This is an optimization exercise on Yosys and OpenROAD, whose aim is small area, a short achievable clock period and few clock cycles per item, not a production implementation. Function was checked by simulation only, so behaviour that the tests miss may differ from the original. Power and IR drop assume default switching activity.

## run.sh

```bash
#!/bin/bash
# synth_recipe.tcl (not shown) runs the flow's synth.tcl, then flattens the netlist and writes it again
# the make line also repeats each setting of config.mk as NAME=value (left out here)
make -C /OpenROAD-flow-scripts/flow DESIGN_CONFIG=/design/flow/config.mk WORK_HOME=/design/flow/orfs CLKGATE_MAP_FILE= SYNTH_SCRIPT=/design/flow/synth_recipe.tcl finish
```

## config.mk

```make
export PLATFORM = sky130hd
export DESIGN_NAME = point_transform_2d_core
export DESIGN_NICKNAME = point_transform_2d_core
export VERILOG_FILES = /design/flow/design.v
export SDC_FILE = /design/flow/constraint.sdc
export NUM_CORES = 4
export LEC_CHECK = 0
export CAP_MARGIN = 20
export CORE_MARGIN = 2
export CORE_UTILIZATION = 40
export SLEW_MARGIN = 20
```

## constraint.sdc

```tcl
create_clock -name core_clock -period 14.0 [get_ports {aclk}]
set_input_delay 2.8000 -clock core_clock [delete_from_list [all_inputs] [get_ports {aclk}]]
set_output_delay 2.8000 -clock core_clock [all_outputs]
set_load 0.01 [all_outputs]
```

## design.v

```verilog
package ptx_pkg;
    localparam int MODE_BITS      = 2;
    localparam int ANGLE_BITS     = 14;
    localparam int FACTOR_BITS    = 16;
    localparam int CFG_INDEX_BITS = 3;
    typedef enum logic [MODE_BITS-1:0] {
        MODE_ROTATE    = 2'd0,
        MODE_TRANSLATE = 2'd1,
        MODE_SCALE     = 2'd2,
        MODE_PASS      = 2'd3
    } ptx_mode_t;
    localparam logic [CFG_INDEX_BITS-1:0] REG_MODE     = 3'd0;
    localparam logic [CFG_INDEX_BITS-1:0] REG_PIVOT_X  = 3'd1;
    localparam logic [CFG_INDEX_BITS-1:0] REG_PIVOT_Y  = 3'd2;
    localparam logic [CFG_INDEX_BITS-1:0] REG_ANGLE    = 3'd3;
    localparam logic [CFG_INDEX_BITS-1:0] REG_OFFSET_X = 3'd4;
    localparam logic [CFG_INDEX_BITS-1:0] REG_OFFSET_Y = 3'd5;
    localparam logic [CFG_INDEX_BITS-1:0] REG_FACTOR_X = 3'd6;
    localparam logic [CFG_INDEX_BITS-1:0] REG_FACTOR_Y = 3'd7;
    typedef struct packed {
        logic      valid;
        logic [MODE_BITS-1:0] mode;
        logic      x_above;
        logic      x_below;
        logic      y_above;
        logic      y_below;
    } ptx_stage_ctrl_t;
    typedef enum logic [1:0] {
        TRIG_IDLE  = 2'd0,
        TRIG_ITER  = 2'd1,
        TRIG_ROUND = 2'd2
    } ptx_trig_state_t;
    localparam int ANG_FULL    = 5760;
    localparam int ANG_HALF    = 2880;
    localparam int ANG_QUARTER = 1440;
    localparam int ANGLE_SHIFT = 12;
    localparam int CORDIC_STAGES = 18;
    localparam int CORDIC_FRAC   = 30;
    localparam int ITER_BITS     = 5;
    localparam int XY_BITS       = 33;
    localparam int Z_BITS        = 28;
    localparam logic signed [XY_BITS-1:0] CORDIC_GAIN = 33'sd652032874;
endpackage
import ptx_pkg::*;
module ptx_trig #(
    parameter int TRIG_FRAC_BITS = 15
) (
    input  logic                                 aclk,
    input  logic                                 aresetn,
    input  logic                                 start,
    input  logic [ptx_pkg::ANGLE_BITS-1:0]       angle,
    output logic signed [TRIG_FRAC_BITS+1:0]     sine,
    output logic signed [TRIG_FRAC_BITS+1:0]     cosine,
    output logic                                 busy
);
    localparam int TW    = TRIG_FRAC_BITS + 2;
    localparam int SHIFT = CORDIC_FRAC - TRIG_FRAC_BITS;
    localparam int RW    = XY_BITS + 1;
    localparam logic signed [RW-1:0] ROUND_HALF =
        {{(RW-SHIFT){1'b0}}, 1'b1, {(SHIFT-1){1'b0}}};
    localparam logic signed [RW-1:0] ONE_R =
        {{(RW-TRIG_FRAC_BITS-1){1'b0}}, 1'b1, {TRIG_FRAC_BITS{1'b0}}};
    localparam logic signed [TW-1:0] ONE_T = {2'b01, {TRIG_FRAC_BITS{1'b0}}};
    ptx_pkg::ptx_trig_state_t state_reg, state_next;
    logic [ITER_BITS-1:0] iter_reg;
    logic signed [XY_BITS-1:0] x_reg, y_reg;
    logic signed [Z_BITS-1:0] z_reg;
    logic flip_reg;
    logic signed [TW-1:0] sine_reg, cosine_reg;
    logic do_step, do_round;
    logic signed [ANGLE_BITS:0] ang_wide, ang_mod, ang_half, ang_fold;
    logic fold_flip;
    logic signed [Z_BITS-1:0] z_load, z_step, atan_val;
    logic signed [XY_BITS-1:0] x_shift, y_shift, x_step, y_step;
    function automatic logic signed [TW-1:0] trig_round(input logic signed [XY_BITS-1:0] v,
                                                        input logic flip);
        logic signed [RW-1:0] w;
        logic signed [TW-1:0] r;
        w = ($signed({v[XY_BITS-1], v}) + ROUND_HALF) >>> SHIFT;
        if (w > ONE_R) begin
            r = ONE_T;
        end else if (w < -ONE_R) begin
            r = -ONE_T;
        end else begin
            r = w[TW-1:0];
        end
        if (flip) begin
            r = -r;
        end
        trig_round = r;
    endfunction
    always_comb begin
        ang_wide = {angle[ANGLE_BITS-1], angle};
        if (ang_wide < -ANG_FULL) begin
            ang_mod = (ANGLE_BITS+1)'(ang_wide + 2 * ANG_FULL);
        end else if (ang_wide < 0) begin
            ang_mod = (ANGLE_BITS+1)'(ang_wide + ANG_FULL);
        end else if (ang_wide >= ANG_FULL) begin
            ang_mod = (ANGLE_BITS+1)'(ang_wide - ANG_FULL);
        end else begin
            ang_mod = ang_wide;
        end
        if (ang_mod >= ANG_HALF) begin
            ang_half = (ANGLE_BITS+1)'(ang_mod - ANG_FULL);
        end else begin
            ang_half = ang_mod;
        end
        fold_flip = 1'b0;
        if (ang_half > ANG_QUARTER) begin
            ang_fold  = (ANGLE_BITS+1)'(ang_half - ANG_HALF);
            fold_flip = 1'b1;
        end else if (ang_half < -ANG_QUARTER) begin
            ang_fold  = (ANGLE_BITS+1)'(ang_half + ANG_HALF);
            fold_flip = 1'b1;
        end else begin
            ang_fold = ang_half;
        end
        z_load = {{(Z_BITS-ANGLE_BITS-1-ANGLE_SHIFT){ang_fold[ANGLE_BITS]}}, ang_fold,
                  {ANGLE_SHIFT{1'b0}}};
    end
    always_comb begin
        case (iter_reg)
            5'd0:    atan_val = Z_BITS'(2949120);
            5'd1:    atan_val = Z_BITS'(1740968);
            5'd2:    atan_val = Z_BITS'(919880);
            5'd3:    atan_val = Z_BITS'(466945);
            5'd4:    atan_val = Z_BITS'(234378);
            5'd5:    atan_val = Z_BITS'(117303);
            5'd6:    atan_val = Z_BITS'(58666);
            5'd7:    atan_val = Z_BITS'(29335);
            5'd8:    atan_val = Z_BITS'(14668);
            5'd9:    atan_val = Z_BITS'(7334);
            5'd10:   atan_val = Z_BITS'(3667);
            5'd11:   atan_val = Z_BITS'(1833);
            5'd12:   atan_val = Z_BITS'(917);
            5'd13:   atan_val = Z_BITS'(458);
            5'd14:   atan_val = Z_BITS'(229);
            5'd15:   atan_val = Z_BITS'(115);
            5'd16:   atan_val = Z_BITS'(57);
            5'd17:   atan_val = Z_BITS'(29);
            default: atan_val = '0;
        endcase
    end
    always_comb begin
        x_shift = x_reg >>> iter_reg;
        y_shift = y_reg >>> iter_reg;
        if (!z_reg[Z_BITS-1]) begin
            x_step = x_reg - y_shift;
            y_step = y_reg + x_shift;
            z_step = z_reg - atan_val;
        end else begin
            x_step = x_reg + y_shift;
            y_step = y_reg - x_shift;
            z_step = z_reg + atan_val;
        end
    end
    always_comb begin
        state_next = state_reg;
        case (state_reg)
            TRIG_IDLE: begin
                if (start) begin
                    state_next = TRIG_ITER;
                end
            end
            TRIG_ITER: begin
                if (start) begin
                    state_next = TRIG_ITER;
                end else if (iter_reg == ITER_BITS'(CORDIC_STAGES - 1)) begin
                    state_next = TRIG_ROUND;
                end
            end
            TRIG_ROUND: begin
                if (start) begin
                    state_next = TRIG_ITER;
                end else begin
                    state_next = TRIG_IDLE;
                end
            end
            default: state_next = TRIG_IDLE;
        endcase
    end
    always_comb begin
        busy     = 1'b1;
        do_step  = 1'b0;
        do_round = 1'b0;
        case (state_reg)
            TRIG_IDLE:  busy     = 1'b0;
            TRIG_ITER:  do_step  = 1'b1;
            TRIG_ROUND: do_round = 1'b1;
            default:    busy     = 1'b0;
        endcase
    end
    always_ff @(posedge aclk) begin
        if (!aresetn) begin
            state_reg  <= TRIG_IDLE;
            iter_reg   <= '0;
            sine_reg   <= '0;
            cosine_reg <= ONE_T;
        end else begin
            state_reg <= state_next;
            if (start) begin
                iter_reg <= '0;
            end else if (do_step) begin
                iter_reg <= iter_reg + ITER_BITS'(1);
            end
            if (do_round && !start) begin
                sine_reg   <= trig_round(y_reg, flip_reg);
                cosine_reg <= trig_round(x_reg, flip_reg);
            end
        end
    end
    always_ff @(posedge aclk) begin
        if (start) begin
            x_reg    <= CORDIC_GAIN;
            y_reg    <= '0;
            z_reg    <= z_load;
            flip_reg <= fold_flip;
        end else if (do_step) begin
            x_reg <= x_step;
            y_reg <= y_step;
            z_reg <= z_step;
        end
    end
    assign sine   = sine_reg;
    assign cosine = cosine_reg;
endmodule
import ptx_pkg::*;
module ptx_mul_stage #(
    parameter int COORD_BITS     = 24,
    parameter int TRIG_FRAC_BITS = 15
) (
    input  logic                                        aclk,
    input  logic                                        aresetn,
    input  logic                                        in_load,
    input  logic signed [COORD_BITS-1:0]                in_x,
    input  logic signed [COORD_BITS-1:0]                in_y,
    output logic                                        in_room,
    input  logic [ptx_pkg::MODE_BITS-1:0]                mode,
    input  logic signed [COORD_BITS-1:0]                pivot_x,
    input  logic signed [COORD_BITS-1:0]                pivot_y,
    input  logic signed [COORD_BITS-1:0]                offset_x,
    input  logic signed [COORD_BITS-1:0]                offset_y,
    input  logic signed [ptx_pkg::FACTOR_BITS-1:0]      factor_x,
    input  logic signed [ptx_pkg::FACTOR_BITS-1:0]      factor_y,
    input  logic signed [TRIG_FRAC_BITS+1:0]            sine,
    input  logic signed [TRIG_FRAC_BITS+1:0]            cosine,
    input  logic                                        out_room,
    output ptx_pkg::ptx_stage_ctrl_t                    prod_ctrl,
    output logic signed [COORD_BITS+TRIG_FRAC_BITS+2:0] rot_xc,
    output logic signed [COORD_BITS+TRIG_FRAC_BITS+2:0] rot_ys,
    output logic signed [COORD_BITS+TRIG_FRAC_BITS+2:0] rot_xs,
    output logic signed [COORD_BITS+TRIG_FRAC_BITS+2:0] rot_yc,
    output logic [COORD_BITS+ptx_pkg::FACTOR_BITS:0]    scl_x,
    output logic [COORD_BITS+ptx_pkg::FACTOR_BITS:0]    scl_y,
    output logic signed [COORD_BITS:0]                  trn_x,
    output logic signed [COORD_BITS:0]                  trn_y,
    output logic signed [COORD_BITS-1:0]                pass_x,
    output logic signed [COORD_BITS-1:0]                pass_y
);
    localparam int CB = COORD_BITS;
    localparam int PW = COORD_BITS + TRIG_FRAC_BITS + 3;
    localparam int AF = FACTOR_BITS + 1;
    localparam int SW = COORD_BITS + FACTOR_BITS + 1;
    logic a_valid_reg;
    logic signed [CB-1:0] a_x_reg, a_y_reg;
    ptx_pkg::ptx_stage_ctrl_t ctrl_reg, ctrl_next;
    logic b_room;
    logic signed [CB:0] dx, dy, sdx, sdy, sdx_neg, sdy_neg, trn_x_next, trn_y_next;
    logic [CB-1:0] mag_x, mag_y;
    logic signed [AF-1:0] fx_wide, fy_wide, fx_neg, fy_neg;
    logic [AF-1:0] fx_abs, fy_abs;
    logic signed [PW-1:0] rot_xc_next, rot_ys_next, rot_xs_next, rot_yc_next;
    logic [SW-1:0] scl_x_next, scl_y_next;
    logic signed [PW-1:0] rot_xc_reg, rot_ys_reg, rot_xs_reg, rot_yc_reg;
    logic [SW-1:0] scl_x_reg, scl_y_reg;
    logic signed [CB:0] trn_x_reg, trn_y_reg;
    logic signed [CB-1:0] pass_x_reg, pass_y_reg;
    assign b_room  = !ctrl_reg.valid || out_room;
    assign in_room = !a_valid_reg || b_room;
    always_comb begin
        dx  = {a_x_reg[CB-1], a_x_reg} - {pivot_x[CB-1], pivot_x};
        dy  = {a_y_reg[CB-1], a_y_reg} - {pivot_y[CB-1], pivot_y};
        sdx = -dx;
        sdy = -dy;
        sdx_neg = dx;
        sdy_neg = dy;
        mag_x = sdx[CB] ? sdx_neg[CB-1:0] : sdx[CB-1:0];
        mag_y = sdy[CB] ? sdy_neg[CB-1:0] : sdy[CB-1:0];
        fx_wide = {factor_x[FACTOR_BITS-1], factor_x};
        fy_wide = {factor_y[FACTOR_BITS-1], factor_y};
        fx_neg  = -fx_wide;
        fy_neg  = -fy_wide;
        fx_abs  = fx_wide[AF-1] ? fx_neg : fx_wide;
        fy_abs  = fy_wide[AF-1] ? fy_neg : fy_wide;
        rot_xc_next = dx * cosine;
        rot_ys_next = dy * sine;
        rot_xs_next = dx * sine;
        rot_yc_next = dy * cosine;
        scl_x_next  = mag_x * fx_abs;
        scl_y_next  = mag_y * fy_abs;
        trn_x_next  = {a_x_reg[CB-1], a_x_reg} + {offset_x[CB-1], offset_x};
        trn_y_next  = {a_y_reg[CB-1], a_y_reg} + {offset_y[CB-1], offset_y};
        ctrl_next.valid   = a_valid_reg;
        ctrl_next.mode    = mode;
        ctrl_next.x_above = a_x_reg > pivot_x;
        ctrl_next.x_below = a_x_reg < pivot_x;
        ctrl_next.y_above = a_y_reg > pivot_y;
        ctrl_next.y_below = a_y_reg < pivot_y;
    end
    always_ff @(posedge aclk) begin
        if (!aresetn) begin
            a_valid_reg <= 1'b0;
            ctrl_reg    <= '0;
        end else begin
            if (in_room) begin
                a_valid_reg <= in_load;
            end
            if (b_room) begin
                ctrl_reg <= ctrl_next;
            end
        end
    end
    always_ff @(posedge aclk) begin
        if (in_load) begin
            a_x_reg <= in_x;
            a_y_reg <= in_y;
        end
        if (b_room && a_valid_reg) begin
            rot_xc_reg <= rot_xc_next;
            rot_ys_reg <= rot_ys_next;
            rot_xs_reg <= rot_xs_next;
            rot_yc_reg <= rot_yc_next;
            scl_x_reg  <= scl_x_next;
            scl_y_reg  <= scl_y_next;
            trn_x_reg  <= trn_x_next;
            trn_y_reg  <= trn_y_next;
            pass_x_reg <= a_x_reg;
            pass_y_reg <= a_y_reg;
        end
    end
    assign prod_ctrl = ctrl_reg;
    assign rot_xc    = rot_xc_reg;
    assign rot_ys    = rot_ys_reg;
    assign rot_xs    = rot_xs_reg;
    assign rot_yc    = rot_yc_reg;
    assign scl_x     = scl_x_reg;
    assign scl_y     = scl_y_reg;
    assign trn_x     = trn_x_reg;
    assign trn_y     = trn_y_reg;
    assign pass_x    = pass_x_reg;
    assign pass_y    = pass_y_reg;
endmodule
import ptx_pkg::*;
module ptx_out_stage #(
    parameter int COORD_BITS     = 24,
    parameter int TRIG_FRAC_BITS = 15
) (
    input  logic                                        aclk,
    input  logic                                        aresetn,
    input  ptx_pkg::ptx_stage_ctrl_t                    prod_ctrl,
    input  logic signed [COORD_BITS+TRIG_FRAC_BITS+2:0] rot_xc,
    input  logic signed [COORD_BITS+TRIG_FRAC_BITS+2:0] rot_ys,
    input  logic signed [COORD_BITS+TRIG_FRAC_BITS+2:0] rot_xs,
    input  logic signed [COORD_BITS+TRIG_FRAC_BITS+2:0] rot_yc,
    input  logic [COORD_BITS+ptx_pkg::FACTOR_BITS:0]    scl_x,
    input  logic [COORD_BITS+ptx_pkg::FACTOR_BITS:0]    scl_y,
    input  logic signed [COORD_BITS:0]                  trn_x,
    input  logic signed [COORD_BITS:0]                  trn_y,
    input  logic signed [COORD_BITS-1:0]                pass_x,
    input  logic signed [COORD_BITS-1:0]                pass_y,
    input  logic signed [COORD_BITS-1:0]                pivot_x,
    input  logic signed [COORD_BITS-1:0]                pivot_y,
    output logic                                        out_room,
    output logic                                        m_valid,
    input  logic                                        m_ready,
    output logic signed [COORD_BITS-1:0]                m_out_x,
    output logic signed [COORD_BITS-1:0]                m_out_y,
    output logic                                        m_clipped
);
    localparam int CB = COORD_BITS;
    localparam int PW = COORD_BITS + TRIG_FRAC_BITS + 3;
    localparam int SW = COORD_BITS + FACTOR_BITS + 1;
    localparam int MW = SW - 7;
    localparam int WW = COORD_BITS + 12;
    localparam logic signed [PW:0] ROT_HALF =
        {{(PW+1-TRIG_FRAC_BITS){1'b0}}, 1'b1, {(TRIG_FRAC_BITS-1){1'b0}}};
    localparam logic [SW:0] SCL_HALF = (SW+1)'(128);
    localparam logic signed [WW-1:0] HI_W = {{(WW-CB+1){1'b0}}, {(CB-1){1'b1}}};
    localparam logic signed [WW-1:0] LO_W = ~HI_W;
    logic m_valid_reg;
    logic signed [CB-1:0] m_x_reg, m_y_reg;
    logic m_clip_reg;
    logic signed [PW:0] rsum_x, rsum_y, rshift_x, rshift_y;
    logic signed [WW-1:0] rot_x, rot_y, res_x, res_y;
    logic [CB:0] sat_x, sat_y;
    function automatic logic signed [WW-1:0] sext_coord(input logic signed [CB-1:0] v);
        sext_coord = {{(WW-CB){v[CB-1]}}, v};
    endfunction
    function automatic logic signed [WW-1:0] scale_axis(input logic signed [CB-1:0] p,
                                                        input logic [SW-1:0] prod,
                                                        input logic above,
                                                        input logic below);
        logic [SW:0] rounded;
        logic signed [WW-1:0] m;
        logic signed [WW-1:0] r;
        rounded = {1'b0, prod} + SCL_HALF;
        m = {{(WW-MW){1'b0}}, rounded[SW:8]};
        if (above) begin
            r = sext_coord(p) + m;
        end else if (below) begin
            r = sext_coord(p) - m;
        end else begin
            r = sext_coord(p);
        end
        scale_axis = r;
    endfunction
    function automatic logic [CB:0] sat_coord(input logic signed [WW-1:0] v);
        logic [CB:0] r;
        if (v > HI_W) begin
            r = {1'b1, HI_W[CB-1:0]};
        end else if (v < LO_W) begin
            r = {1'b1, LO_W[CB-1:0]};
        end else begin
            r = {1'b0, v[CB-1:0]};
        end
        sat_coord = r;
    endfunction
    assign out_room = !m_valid_reg || m_ready;
    always_comb begin
        rsum_x   = {rot_xc[PW-1], rot_xc} - {rot_ys[PW-1], rot_ys} + ROT_HALF;
        rsum_y   = {rot_xs[PW-1], rot_xs} + {rot_yc[PW-1], rot_yc} + ROT_HALF;
        rshift_x = rsum_x >>> TRIG_FRAC_BITS;
        rshift_y = rsum_y >>> TRIG_FRAC_BITS;
        rot_x    = rshift_x[WW-1:0] + sext_coord(pivot_x);
        rot_y    = rshift_y[WW-1:0] + sext_coord(pivot_y);
        case (prod_ctrl.mode)
            MODE_ROTATE: begin
                res_x = rot_x;
                res_y = rot_y;
            end
            MODE_TRANSLATE: begin
                res_x = {{(WW-CB-1){trn_x[CB]}}, trn_x};
                res_y = {{(WW-CB-1){trn_y[CB]}}, trn_y};
            end
            MODE_SCALE: begin
                res_x = scale_axis(pivot_x, scl_x, prod_ctrl.x_above, prod_ctrl.x_below);
                res_y = scale_axis(pivot_y, scl_y, prod_ctrl.y_above, prod_ctrl.y_below);
            end
            default: begin
                res_x = sext_coord(pass_x);
                res_y = sext_coord(pass_y);
            end
        endcase
        sat_x = sat_coord(res_x);
        sat_y = sat_coord(res_y);
    end
    always_ff @(posedge aclk) begin
        if (!aresetn) begin
            m_valid_reg <= 1'b0;
        end else if (out_room) begin
            m_valid_reg <= prod_ctrl.valid;
        end
    end
    always_ff @(posedge aclk) begin
        if (out_room && prod_ctrl.valid) begin
            m_x_reg    <= sat_x[CB-1:0];
            m_y_reg    <= sat_y[CB-1:0];
            m_clip_reg <= sat_x[CB] | sat_y[CB];
        end
    end
    assign m_valid   = m_valid_reg;
    assign m_out_x   = m_x_reg;
    assign m_out_y   = m_y_reg;
    assign m_clipped = m_clip_reg;
endmodule
import ptx_pkg::*;
module point_transform_2d_core #(
    parameter int COORD_BITS     = 24,
    parameter int TRIG_FRAC_BITS = 15
) (
    input  logic                                     aclk,
    input  logic                                     aresetn,
    input  logic                                     cfg_wr_en,
    input  logic [ptx_pkg::CFG_INDEX_BITS-1:0]       cfg_index,
    input  logic [((COORD_BITS > ptx_pkg::FACTOR_BITS) ? COORD_BITS
                   : ptx_pkg::FACTOR_BITS)-1:0]      cfg_wdata,
    input  logic                                     s_valid,
    output logic                                     s_ready,
    input  logic signed [COORD_BITS-1:0]             s_in_x,
    input  logic signed [COORD_BITS-1:0]             s_in_y,
    output logic                                     m_valid,
    input  logic                                     m_ready,
    output logic signed [COORD_BITS-1:0]             m_out_x,
    output logic signed [COORD_BITS-1:0]             m_out_y,
    output logic                                     m_clipped
);
    localparam int CB = COORD_BITS;
    localparam int TW = TRIG_FRAC_BITS + 2;
    localparam int PW = COORD_BITS + TRIG_FRAC_BITS + 3;
    localparam int SW = COORD_BITS + FACTOR_BITS + 1;
    logic [MODE_BITS-1:0] mode_reg;
    logic signed [CB-1:0] pivot_x_reg, pivot_y_reg, offset_x_reg, offset_y_reg;
    logic signed [FACTOR_BITS-1:0] factor_x_reg, factor_y_reg;
    logic angle_start, trig_busy, in_room, in_load, out_room;
    logic signed [TW-1:0] sine, cosine;
    ptx_pkg::ptx_stage_ctrl_t prod_ctrl;
    logic signed [PW-1:0] rot_xc, rot_ys, rot_xs, rot_yc;
    logic [SW-1:0] scl_x, scl_y;
    logic signed [CB:0] trn_x, trn_y;
    logic signed [CB-1:0] pass_x, pass_y;
    assign angle_start = cfg_wr_en && (cfg_index == REG_ANGLE);
    assign s_ready     = in_room && !trig_busy && !angle_start;
    assign in_load     = s_valid && s_ready;
    always_ff @(posedge aclk) begin
        if (!aresetn) begin
            mode_reg     <= MODE_ROTATE;
            pivot_x_reg  <= '0;
            pivot_y_reg  <= '0;
            offset_x_reg <= '0;
            offset_y_reg <= '0;
            factor_x_reg <= FACTOR_BITS'(256);
            factor_y_reg <= FACTOR_BITS'(256);
        end else if (cfg_wr_en) begin
            case (cfg_index)
                REG_MODE:     mode_reg     <= cfg_wdata[MODE_BITS-1:0];
                REG_PIVOT_X:  pivot_x_reg  <= cfg_wdata[CB-1:0];
                REG_PIVOT_Y:  pivot_y_reg  <= cfg_wdata[CB-1:0];
                REG_OFFSET_X: offset_x_reg <= cfg_wdata[CB-1:0];
                REG_OFFSET_Y: offset_y_reg <= cfg_wdata[CB-1:0];
                REG_FACTOR_X: factor_x_reg <= cfg_wdata[FACTOR_BITS-1:0];
                REG_FACTOR_Y: factor_y_reg <= cfg_wdata[FACTOR_BITS-1:0];
                default: ;
            endcase
        end
    end
    ptx_trig #(
        .TRIG_FRAC_BITS(TRIG_FRAC_BITS)
    ) u_trig (
        .aclk    (aclk),
        .aresetn (aresetn),
        .start   (angle_start),
        .angle   (cfg_wdata[ANGLE_BITS-1:0]),
        .sine    (sine),
        .cosine  (cosine),
        .busy    (trig_busy)
    );
    ptx_mul_stage #(
        .COORD_BITS     (COORD_BITS),
        .TRIG_FRAC_BITS (TRIG_FRAC_BITS)
    ) u_mul_stage (
        .aclk      (aclk),
        .aresetn   (aresetn),
        .in_load   (in_load),
        .in_x      (s_in_x),
        .in_y      (s_in_y),
        .in_room   (in_room),
        .mode      (mode_reg),
        .pivot_x   (pivot_x_reg),
        .pivot_y   (pivot_y_reg),
        .offset_x  (offset_x_reg),
        .offset_y  (offset_y_reg),
        .factor_x  (factor_x_reg),
        .factor_y  (factor_y_reg),
        .sine      (sine),
        .cosine    (cosine),
        .out_room  (out_room),
        .prod_ctrl (prod_ctrl),
        .rot_xc    (rot_xc),
        .rot_ys    (rot_ys),
        .rot_xs    (rot_xs),
        .rot_yc    (rot_yc),
        .scl_x     (scl_x),
        .scl_y     (scl_y),
        .trn_x     (trn_x),
        .trn_y     (trn_y),
        .pass_x    (pass_x),
        .pass_y    (pass_y)
    );
    ptx_out_stage #(
        .COORD_BITS     (COORD_BITS),
        .TRIG_FRAC_BITS (TRIG_FRAC_BITS)
    ) u_out_stage (
        .aclk      (aclk),
        .aresetn   (aresetn),
        .prod_ctrl (prod_ctrl),
        .rot_xc    (rot_xc),
        .rot_ys    (rot_ys),
        .rot_xs    (rot_xs),
        .rot_yc    (rot_yc),
        .scl_x     (scl_x),
        .scl_y     (scl_y),
        .trn_x     (trn_x),
        .trn_y     (trn_y),
        .pass_x    (pass_x),
        .pass_y    (pass_y),
        .pivot_x   (pivot_x_reg),
        .pivot_y   (pivot_y_reg),
        .out_room  (out_room),
        .m_valid   (m_valid),
        .m_ready   (m_ready),
        .m_out_x   (m_out_x),
        .m_out_y   (m_out_y),
        .m_clipped (m_clipped)
    );
endmodule
```

==> summary.txt <==
- The wire-length estimate of the detail-placed layout is 366,000 um.
- In this run the horizontal extent of the chip is 606 um.
- At the worst endpoint, the arrival time is 13.99 ns.
- The worst min-delay path class is reg -> reg.
- For this block, wires on met1 add up to 194,000 um.
- In this run, post-CTS hold repair placed 0 buffers.
- The instance area after placement is 153,000 um2.
- The number of DRC markers after the initial detailed-route iteration is 8,820.
- The number of setup violations in the final report is 0.
- The clock insertion delay at the later pin of the skew report is 0.91 ns.
- TritonCTS built the clock tree.
- The worst slack after detailed placement is 0.556 ns.
- The most used flip-flop cell after synthesis is sky130_fd_sc_hd__edfxtp_1.
- The number of rows created at floorplan is 221.
- The post-route non-filler standard cell count is 21,100.
- The final hold violation count is 0.
- The accumulated negative setup slack is 0 ns.
- Summed over all nets, wire length on met2 after detailed routing comes to 212,000 um.
- The run finished with no timing, DRC or antenna violations.
- The uppermost signal routing layer after detailed routing is met5.
- The floorplan step defined a core boundary enclosing 362,000 um2.
- Port buffering added 130 buffers.
- The post-route cell area is 156,000 um2.
- The floorplan step defined a die boundary enclosing 367,000 um2.
- The routed design has 466,000 um of wire.
- The synthesized design devotes to its leading area cell type 32.2% of total area.
- For this configuration, the core starts out at a cell density of 40.1%.
- The global-route wire length before repair is 715,000 um.
- The max capacitance violation total is 0.
- The detailed-routed wire length on met3 is 38,400 um.
- Derived from the worst setup path, the maximum achievable clock frequency is 0.0746 GHz.
- The pin slew with the least headroom to its limit is 1.23 ns.
- The area growth from synthesis to layout is 7.76%.
- Of the synthesized area, sequential elements account for 13.1%.
- In the routed design, unresolved DRC markers number 0.
- Summed over all cells, the static leakage comes to 69.1 nW.
- The clock arrives with 0.134 ns of skew.
- The worst path in the final design needs a cycle of 13.40 ns, including I/O delays and setup.
- In this run the power density over the cells is 94.0 nW/um2.
- The number of instances in the synthesized netlist is 16,400.
- The post-CTS setup buffer count is 0.
- Among the stages of the critical path, the cell type that occurs most often is sky130_fd_sc_hd__fa_1.
- The fraction of registers with async set or reset after synthesis is 0%.
- The switching component of the power is 7.04 mW.
- The share of power burned in registers is 21.1%.
- After synthesis, the cell types taking the most area are sky130_fd_sc_hd__fa_1 (32%), sky130_fd_sc_hd__ha_1 (10%), sky130_fd_sc_hd__edfxtp_1 (9.3%), sky130_fd_sc_hd__inv_1 (7.2%), sky130_fd_sc_hd__nand2_1 (5.8%).
- The worst setup path is launched from a flop.
- The synthesized design contains 448 enable-type register cells.
- The cell-internal power is 7.65 mW.
- The initial antenna violation count came to 45.
- By startpoint and endpoint, the worst setup path is classified as reg -> reg.
- In this design, the stage delay of the slowest critical-path cell is 0.69 ns.
- Setup repair after global routing left no endpoint under its margin.
- Power comes to 14.7 mW.
- Post-CTS repair changed the size of 0 cells.
- The detail route stage leaves a number of antenna-violating nets equal to 0.
- The routability-driven placement congestion ratio is 0.958.
- Of all cell types, the one taking the most synthesized area is sky130_fd_sc_hd__fa_1.
- At the end of the flow the core is filled with cells to 43.2%.
- The number of warning messages in the yosys log is 4.
- The combinational share of power is 59.5%.
- The synthesized netlist contains 98 unique library cells.
- Setup slack on the critical path of the routed design comes to 0.596 ns.
- The combined global-route utilization of all metal layers is 25.6%.
- Clock-pin slew was measured on the worst setup and hold paths at 0.06 ns.
- The critical-path cell with the highest stage delay is sky130_fd_sc_hd__o41ai_1.
- The vertical die dimension is 606 um.
- The share of final-layout standard cells stronger than drive strength 1 is 5.33%.
- By instance count, the leading cell after synthesis is sky130_fd_sc_hd__inv_1.
- The via count of the first global-routing pass is 116,000.
- The hold slack is 0.469 ns.
- The final routed wire length divided by cell count is 22.1 um.
- The average vias per placed instance is 5.42.
- The synthesized design contains 728 register bits.
- For this block, the via count after detailed routing is 114,000.
- The combined area of all synthesized cells is 145,000 um2.
- The first detailed-routing pass ran for 6 iterations.
- The clock net in this run drives a total of 728 sinks.
- VDD sags by at most 0.000119 V.
- Counting instances in the post-synthesis netlist gives the leading cell types as sky130_fd_sc_hd__inv_1 (2,772), sky130_fd_sc_hd__fa_1 (2,331), sky130_fd_sc_hd__nand2_1 (2,232), sky130_fd_sc_hd__ha_1 (1,215), sky130_fd_sc_hd__nor2_1 (970).
- The final max-slew violation count is 0.
- 131 I/O pins were placed.
- The normalized max-slew margin is 17.8%.
- Of the available clock period, the critical path in the final layout requires 95.7%.
- In this run the worst path has a maximum fanout of 8.
- Entering global routing, the biggest net connects 149 pins.
- In this run, placement finished with an instance count of 20,900.
- The root buffer cell is sky130_fd_sc_hd__clkbuf_16.
- The H-tree depth is 3.
- The net count of the finished layout is 19,800.
- The total clock buffers created by CTS is 106.
- The mean instance size in the synthesized netlist is 8.83 um2.
- In this run switching power makes up 47.9% of total power.
- The clock passes through at most 4 buffers.
- The clock network accounts for 19.4% of the total power.
- After global routing the overflow that remains totals 0.
- The critical path capture point type is a flop.
- The required time at the endpoint of the critical path is 14.59 ns.
## worst max-delay path, delay by kind of cell (launching register included)
family          cells  cell delay, ns
compound gates     19            6.33
fa+ha+maj           8            3.96
simple gates        3            0.93
buf+inv             7            0.65
flops               1            0.45
xor+xnor            2            0.45
mux                 1            0.35
## metal layers
layer	GRT usage (%)	vias to the layer above
li1	-	52000
met1	33.8	57700
met2	41.2	3968
met3	4.99	801
met4	10.1	18
met5	0	-
## cells in the final DEF, fill, tap and decap left out, types with 49 or more instances in the layout
master / count
sky130_fd_sc_hd__fa_1: 2331
sky130_fd_sc_hd__clkbuf_16: 108
sky130_fd_sc_hd__nor3_1: 248
sky130_fd_sc_hd__xor2_1: 244
sky130_fd_sc_hd__a21boi_0: 176
sky130_fd_sc_hd__dfxtp_1: 240
sky130_fd_sc_hd__nand2_1: 2231
sky130_fd_sc_hd__edfxtp_1: 448
sky130_fd_sc_hd__nand3_1: 202
sky130_fd_sc_hd__inv_1: 2772
sky130_fd_sc_hd__xnor2_2: 49
sky130_fd_sc_hd__o211ai_1: 55
sky130_fd_sc_hd__a211oi_1: 95
sky130_fd_sc_hd__nand2b_1: 182
sky130_fd_sc_hd__ha_1: 1212
sky130_fd_sc_hd__a21o_1: 189
sky130_fd_sc_hd__and2_1: 664
sky130_fd_sc_hd__mux4_2: 120
sky130_fd_sc_hd__a21oi_1: 618
sky130_fd_sc_hd__xnor2_1: 541
sky130_fd_sc_hd__nand4_1: 68
sky130_fd_sc_hd__o21a_1: 132
sky130_fd_sc_hd__buf_4: 270
sky130_fd_sc_hd__clkdlybuf4s50_1: 128
sky130_fd_sc_hd__o21bai_1: 51
sky130_fd_sc_hd__or2_2: 52
sky130_fd_sc_hd__or3_1: 70
sky130_fd_sc_hd__o21ai_0: 494
sky130_fd_sc_hd__a31oi_1: 89
sky130_fd_sc_hd__nor2b_1: 200
sky130_fd_sc_hd__o31ai_1: 52
sky130_fd_sc_hd__and3_1: 117
sky130_fd_sc_hd__mux2i_1: 109
sky130_fd_sc_hd__nor2_1: 960
## cells by family (layout without fill, tap and decap cells)
kind of cell	Yosys count	count (layout)	share of synthesized area, %
AND/OR/NAND/NOR	5180	5180	16.6
adder cells (fa/ha/maj)	3546	3546	42.7
buffers and inverters	3542	3372	9.18
AO/OA/AOI/OAI	2309	2309	10.3
XOR/XNOR	857	857	5.22
flip-flops	728	728	13.1
multiplexers	260	260	2.86
other	2	68	0.00518
## power groups by stage
stage | sequential, mW | combinational [mW] | clock, mW
2_1_floorplan | 2.90 | 6.03 | 0
3_3_place_gp | 3.13 | 8.55 | 0
6_report | 3.10 | 8.75 | 2.85
3_5_place_dp | 3.13 | 8.59 | 0
4_1_cts | 3.09 | 8.65 | 2.91
5_1_grt | 3.13 | 9.65 | 2.98
## final timing paths
kind                                from                              endpoint  slack [ns]  cells after the start
max          pivot_x_reg[1]$_SDFFE_PN0P_   u_mul_stage.scl_x_reg[40]$_DFFE_PP_        0.60                     40
min             mode_reg[0]$_SDFFE_PN0P_  u_mul_stage.ctrl_reg[4]$_SDFFE_PN0P_        0.47                      2
max reg2reg  pivot_x_reg[1]$_SDFFE_PN0P_   u_mul_stage.scl_x_reg[40]$_DFFE_PP_        0.60                     40
min reg2reg     mode_reg[0]$_SDFFE_PN0P_  u_mul_stage.ctrl_reg[4]$_SDFFE_PN0P_        0.47                      2
## final cells by class
cell class | count | area, um2
antenna | 20 | 50.0
clock buffer | 133 | 2930
fill | 35700 | 205000
sequential | 728 | 19100
inverter | 2776 | 10400
timing repair buffer | 403 | 3370
tap | 4794 | 6000
clock inverter | 60 | 711
multi-input combinational | 12200 | 114000
Testbench counts, summed over its fixed seeds: cycles 16,072, items 14,130.

-- static timing again, ports no longer ideal --
Ports are ideal in the flow. The routed layout listed here was re-timed in OpenROAD. Step 1: set_driving_cell puts a clkbuf_16 on aclk and a buf_2 on each other input, an assumption about the parent block. Step 2 adds t to the input delays and takes it off the output delays; t is the mean of the earliest and latest rising clock arrival at the registers after step 1. Input paths then give back, and output paths get back, about the clock's delay inside the block. Slacks: ideal / step 1 / step 2; pairs: ideal / step 1.
shift t [ns]: 0.942
slack for setup (ns): 0.596 / 0.596 / 0.596
worst setup path after step 2: register to register
After both steps this run still meets setup and hold. For this run, drivers alone change the setup slack by 0.000 ns; drivers and shift together by 0.000 ns.
